Context: an optimization exercise on an open-source flow, tuned for small area and a short achievable clock period. The choices shown serve that exercise and are no tape-out recipe. In this exercise RTL edits were held to simulation tests only and were not proved equivalent to the original. Power is estimated from default activity; no workload was simulated.

==> design.v <==
package dmem_pkg;
   localparam logic [2:0] F3_B  = 3'b000;
   localparam logic [2:0] F3_H  = 3'b001;
   localparam logic [2:0] F3_W  = 3'b010;
   localparam logic [2:0] F3_BU = 3'b100;
   localparam logic [2:0] F3_HU = 3'b101;
endpackage
import dmem_pkg::*;
module dmem_lane_align
(
   input  logic        we,
   input  logic [2:0]  funct3,
   input  logic [1:0]  lane,
   input  logic [31:0] wdata,
   input  logic [31:0] word,
   output logic [31:0] store_data,
   output logic [3:0]  store_mask,
   output logic [31:0] load_word,
   output logic        bad
);
   logic [7:0]  b;
   logic [15:0] h;
   always_comb begin
      b = lane[1] ? (lane[0] ? word[31:24] : word[23:16])
                  : (lane[0] ? word[15:8]  : word[7:0]);
      h = lane[1] ? word[31:16] : word[15:0];
      load_word  = (funct3 == F3_B)  ? {{24{b[7]}}, b} :
                   (funct3 == F3_H)  ? {{16{h[15]}}, h} :
                   (funct3 == F3_BU) ? {24'b0, b} :
                   (funct3 == F3_HU) ? {16'b0, h} : word;
      store_data = (funct3[1:0] == 2'b00) ? {4{wdata[7:0]}} :
                   (funct3[1:0] == 2'b01) ? {2{wdata[15:0]}} : wdata;
      store_mask = (funct3[1:0] == 2'b00) ? (4'b0001 << lane) :
                   (funct3[1:0] == 2'b01) ? (lane[1] ? 4'b1100 : 4'b0011) : 4'b1111;
      bad        = (we ? (funct3[2] | (funct3[1:0] == 2'b11))
                       : ((funct3[1:0] == 2'b11) | (funct3[2] & funct3[1])))
                 | ((funct3[1:0] == 2'b01) & lane[0])
                 | ((funct3[1:0] == 2'b10) & (lane != 2'b00));
   end
endmodule
import dmem_pkg::*;
module dmem_responder
#(
   parameter int ADDR_W      = 32,
   parameter int DEPTH_WORDS = 64,
   parameter int WAIT_CYCLES = 2
) (
   input  logic              clk,
   input  logic              reset,
   input  logic              req_valid,
   output logic              req_ready,
   input  logic              req_we,
   input  logic [ADDR_W-1:0] req_addr,
   input  logic [31:0]       req_wdata,
   input  logic [2:0]        req_funct3,
   output logic              rsp_valid,
   input  logic              rsp_ready,
   output logic [31:0]       rsp_rdata,
   output logic              rsp_err
);
   localparam int NR = 22;                
   logic s1, s2, s3;                      
   always_ff @(posedge clk or negedge reset) begin
      if (!reset) begin
         req_ready <= 1'b0;
         s1        <= 1'b0;
         s2        <= 1'b0;
         s3        <= 1'b0;
         rsp_valid <= 1'b0;
      end else begin
         req_ready <= req_ready ? !req_valid : (rsp_valid ? rsp_ready : !(s1 | s2 | s3));
         s1        <= req_ready & req_valid;
         s2        <= s1;
         s3        <= s2;
         rsp_valid <= s3 | (rsp_valid & !rsp_ready);
      end
   end
   logic        a_we, a_oor;
   logic [5:0]  a_w;
   logic [1:0]  a_lane;
   logic [2:0]  a_f3;
   logic [31:0] a_wdata;
   always_ff @(posedge clk)
      if (req_ready) begin
         a_we    <= req_we;
         a_w     <= req_addr[7:2];
         a_lane  <= req_addr[1:0];
         a_oor   <= |req_addr[ADDR_W-1:8];
         a_f3    <= req_funct3;
         a_wdata <= req_wdata;
      end
   logic [1:0] rot;
   always_ff @(posedge clk)
      rot <= (rot == 2'd2) ? 2'd0 : rot + 2'd1;
   logic [NR-1:0] rsel;
   logic [1:0]    slot;
   logic          lone;
   always_comb begin
      for (int r = 0; r < NR; r++)
         rsel[r] = (int'(a_w) >= 3 * r) && (int'(a_w) < 3 * r + 3);
      slot = 2'(a_w % 6'd3);
      lone = (a_w == 6'd63);
   end
   logic [2:0] ps;
   logic       at0, at2;
   always_comb begin
      ps  = 3'(slot) + 3'(rot);
      at0 = lone | (ps == 3'd0) | (ps == 3'd3);
      at2 = !lone & ((ps == 3'd2) | (ps == 3'd5));
   end
   logic [31:0] store_data, load_word;
   logic [3:0]  store_mask;
   logic        bad, err;
   dmem_lane_align u_align (
      .we         (a_we),
      .funct3     (a_f3),
      .lane       (a_lane),
      .wdata      (a_wdata),
      .word       (rsp_rdata),
      .store_data (store_data),
      .store_mask (store_mask),
      .load_word  (load_word),
      .bad        (bad)
   );
   assign err = bad | a_oor;
   logic pend, wr_go;
   assign wr_go = (s3 & a_we & !err) | pend;
   always_ff @(posedge clk)
      pend <= wr_go & !(at2 | lone);
   logic [NR*32-1:0] tap0, tap2;
   for (genvar r = 0; r < NR - 1; r++) begin : g_ring
      logic [31:0] p0, p1, p2;
      logic        we_r;
      assign we_r = wr_go & at2 & rsel[r];
      always_ff @(posedge clk) begin
         p1 <= p0;
         p2 <= p1;
         for (int b = 0; b < 4; b++)
            p0[8*b +: 8] <= (we_r & store_mask[b]) ? store_data[8*b +: 8] : p2[8*b +: 8];
      end
      assign tap0[32*r +: 32] = p0;
      assign tap2[32*r +: 32] = p2;
   end
   if (1) begin : g_lone
      logic [31:0] p0;
      logic        we_r;
      assign we_r = wr_go & lone;
      always_ff @(posedge clk)
         for (int b = 0; b < 4; b++)
            if (we_r & store_mask[b]) p0[8*b +: 8] <= store_data[8*b +: 8];
      assign tap0[32*(NR-1) +: 32] = p0;
      assign tap2[32*(NR-1) +: 32] = p0;
   end
   logic [31:0] rd;
   always_comb begin
      rd = '0;
      for (int r = 0; r < NR; r++)
         rd = rd | ({32{rsel[r] & !at2}} & tap0[32*r +: 32])
                 | ({32{rsel[r] &  at2}} & tap2[32*r +: 32]);
   end
   logic cap;
   assign cap = (s1 & (at0 | at2)) | (s2 & at2);
   always_ff @(posedge clk) begin
      if (s3) begin
         rsp_rdata <= (err | a_we) ? 32'h0 : load_word;
         rsp_err   <= err;
      end else if (cap) begin
         rsp_rdata <= rd;
      end
   end
endmodule
==> run.sh <==
#!/bin/bash
# synth_recipe.tcl (not shown) runs the flow's synth.tcl, then flattens the netlist and writes it again
# the make line also repeats each setting of config.mk as NAME=value (left out here)
make -C /OpenROAD-flow-scripts/flow DESIGN_CONFIG=/design/flow/config.mk WORK_HOME=/design/flow/orfs CLKGATE_MAP_FILE= SYNTH_SCRIPT=/design/flow/synth_recipe.tcl finish
==> config.mk <==
export PLATFORM = sky130hd
export DESIGN_NAME = dmem_responder
export DESIGN_NICKNAME = dmem_responder
export VERILOG_FILES = /design/flow/design.v
export SDC_FILE = /design/flow/constraint.sdc
export NUM_CORES = 4
export LEC_CHECK = 0
export CAP_MARGIN = 20
export CORE_MARGIN = 2
export CORE_UTILIZATION = 40
export SETUP_SLACK_MARGIN = 0.5
export SLEW_MARGIN = 20
==> constraint.sdc <==
create_clock -name core_clock -period 6.0 [get_ports {clk}]
set_input_delay 1.2000 -clock core_clock [delete_from_list [all_inputs] [get_ports {clk}]]
set_output_delay 1.2000 -clock core_clock [all_outputs]
set_load 0.01 [all_outputs]
==> metrics.yaml <==
drt_first_iter_violations: 5508
die_area_um2: 162000
cts_hold_buf: 0
nets: 5196
cp-start-kind: "flip-flop"
clk_pin_slew_ns: 0.06
p_leak_nw: 30.8
seq_area_um2: 43800
ys_seq_area_share_pct: 69.2
first_pass_iters: 6
synthMuxAreaShare_pct: 14.4
syn-num-nets: 4761
startpoint: "a_w[3]"
syn_inst: 4683
tightestPinTransition_ns: 1.30
cp_max_fo: 5
synth.largest_area_cell: "dfxtp_1"
yosys.area_share.xor_xnor_pct: 0.0277
fmax_mhz: 180
grt_pass1_vias: 40900
drc: 0
final_core_utilization_pct: 49.4
synth-edff-count: 110
cts_buffers: 202
wl_um: 237000
timing.rr.start: "a_w[3]"
insertion_delay_ns: 0.85
clock_path_buffers: 3
status: "no timing/DRC/antenna violations"
area_growth_pct: 23.1
viasPerCell: 5.86
start_util_pct: 40.1
synth-compound-area-share_pct: 9.61
yosysWarnings: 2
hp-class: "flip-flop to flip-flop"
cpPeakStageDelay_ns: 0.74
maxSlewViolCount: 0
use_met2_pct: 40.1
cts-root-buf: "clkbuf_16"
worstPathRequired_ns: 6.59
post-route-min-period_ns: 5.56
timing.final.ws_setup_ns: 0.444
fill_cells: 13700
hold_violations: 0
portBuffers: 106
multiInputGateArea_um2: 19500
grtUsageMet1_pct: 39.1
cts_max_level: 4
drive_gt1_share_pct: 30.6
post-route-period-util_pct: 92.6
grt_pass1_wl_um: 320000
report.final.setup_viol: 0
core-area_um2: 158000
powerDensity_nw_per_um2: 586
final.setup.tns_ns: 0
pre_cts_ws_ns: -0.170
grt_max_degree: 42
fin_hold_ws_ns: 0.285
grt.overflow.total: 0
tritoncts_num_sinks: 2134
slew_headroom_pct: 13.5
synth_cell_types: 86
wire_per_inst_um: 32.1
die_w_um: 402
syn_area_um2: 63300
hp-start: "g_ring[3].p1[7]"
worstPathArrival_ns: 6.15
die_h_um: 402
use_met3_pct: 7.65
dp_hpwl_um: 155000
num_rows: 146
cap_violations: 0
synth_flop_cell: "dfxtp_1"
netlist.area_leader.share_pct: 63.8
rsz0062_at_grt: "yes"
ys_seq_elements: 2134
antenna_left: 0
top_level_ports: 107
ir_drop_mv: 0.415
cp-end-kind: "flip-flop"
top_usage_layer: "met2"
synth_commonest_cells: "dfxtp_1, mux2_2, nand2_1"
crit_slowest_cell: "a2111oi_0"
dr_total_vias: 43200
place.gp.congestion: 0.954
synth-simple-area-share_pct: 4.81
syn_avg_cell_area_um2: 13.5
grt_use_total_pct: 27.9
cts_tree: "yes"
synth_top_family_by_area: "multiplexers"
async_flop_share_pct: 0.234
grt_antenna_before_repair: 19
setup.worst_path.class: "flip-flop to flip-flop"
netlist_top_cells_area: "dfxtp_1, mux2_2, edfxtp_1"
fin_skew_ns: 0.0530
synthAdderAreaFrac_pct: 0.130
yosysMostFrequentCell: "dfxtp_1"
==> registers in the layout, summed over array words and instances (netlist names), 2 cells and up <==
name	flops
a_f3	3
a_lane	2
a_w	6
a_wdata	32
g_lone.p0	32
g_ring.p0	672
g_ring.p1	672
g_ring.p2	672
rot	2
rsp_rdata	32
==> critical path: cells and delay by family (launching register included) <==
kind | cells | cell delay [ns]
DFF | 1 | 0.53
xor gates and xnor gates | 1 | 0.21
muxes | 1 | 0.08
adders and majority gates | 4 | 1.13
AOI/OAI and AO/OA | 8 | 1.56
buffers and inverters | 8 | 1.04
and+or+nand+nor | 5 | 0.74
==> cells in the final DEF (no fill, tap or decap), drive strengths merged, types with 22 or more instances in the layout <==
cell	count
a2111oi	22
a221oi	103
a222oi	46
nor2	85
and3	29
nand3	101
nand2	287
a31oi	30
clkbuf	309
dfxtp	2019
nor3	26
nor4	30
a22o	42
a221o	25
mux2	711
clkdlybuf4s50	106
o21ai	62
edfxtp	110
buf	373
nand4	30
a22oi	195
clkinv	43
mux2i	93
a21oi	129
==> worst paths after layout <==
path                       cells past startpoint               to  slack (ns)
min                                            0  g_ring[3].p2[7]        0.28
max in group asynchronous                      1        req_ready        5.21
max reg2reg                                   27     rsp_rdata[7]        0.44
min reg2reg                                    0  g_ring[3].p2[7]        0.28
max                                           27     rsp_rdata[7]        0.44
min in group asynchronous                      1               s1        0.58
==> final cells by class <==
type	count	share of cell area, %
clock buffers	298	7.64
multi-input cells	2274	25.0
diodes	13	0.0417
inverters	14	0.0674
well taps	2072	3.33
flip-flops and latches	2134	56.3
repair buffers	492	6.35
clock inverters	69	1.31
==> through the flow <==
stage          std cells  total power [mW]  cell area (um^2)
2_1_floorplan       4683              21.3             63300
3_3_place_gp        6841              27.5             68300
3_5_place_dp        6841              27.5             68300
4_1_cts             7237              41.8             75900
5_1_grt             7354              46.5             77900
6_report            7366              45.7             77900
==> what timing repair did <==
action,CTS,global route
gates cloned,5,12
setup endpoints to repair,254,371
buffers inserted,24,104
gates resized for setup,48,201
hold endpoints to repair,0,0
pin swaps,15,100
==> layer usage <==
metal  share of wire (%)  vias to the layer above
met5                0.10                        -
met4                 4.8                       12
met3                  11                      601
met2                  42                     2606
met1                  42                    21800
li1                    -                    18100
==> cell families (layout without fill, tap and decap cells) <==
| group | after synthesis | in the layout |
|---|---|---|
| simple gates | 646 | 647 |
| buf+inv | 277 | 873 |
| mux | 811 | 811 |
| other cells | 0 | 13 |
| xor+xnor | 2 | 2 |
| flops | 2134 | 2134 |
| fa+ha+maj | 6 | 6 |
| compound gates | 807 | 808 |
==> report_power, final <==
part           internal [mW]  total [mW]  switching (mW)
clock network           7.64        13.2            5.60
registers               14.8        15.4           0.600
logic                   6.99        17.1            10.1

[port drivers added, routing unchanged]
In the flow no input, the clock included, has a driving cell. The finished layout below was timed again as built, in two steps.
Step 1 sets driving cells, clkbuf_16 on the clock port and buf_2 on the other inputs (assumed; they add their load-dependent delay and slew).
Step 2 moves the port delays by t, midway between the first and last clock arrival at a register: inputs arrive t later, outputs are due t later. That takes back most of the time a late clock gives input paths.
Slacks: ideal / step 1 / step 2; pairs: ideal / step 1.
t (ns): 0.913
setup slack, ns: 0.444 / 0.444 / 0.444
worst register clock-pin slew, ns: 0.07 / 0.07
After both steps this run still meets setup and hold. The setup slack of this run moves by 0.000 ns with the drivers and by 0.000 ns with both steps.
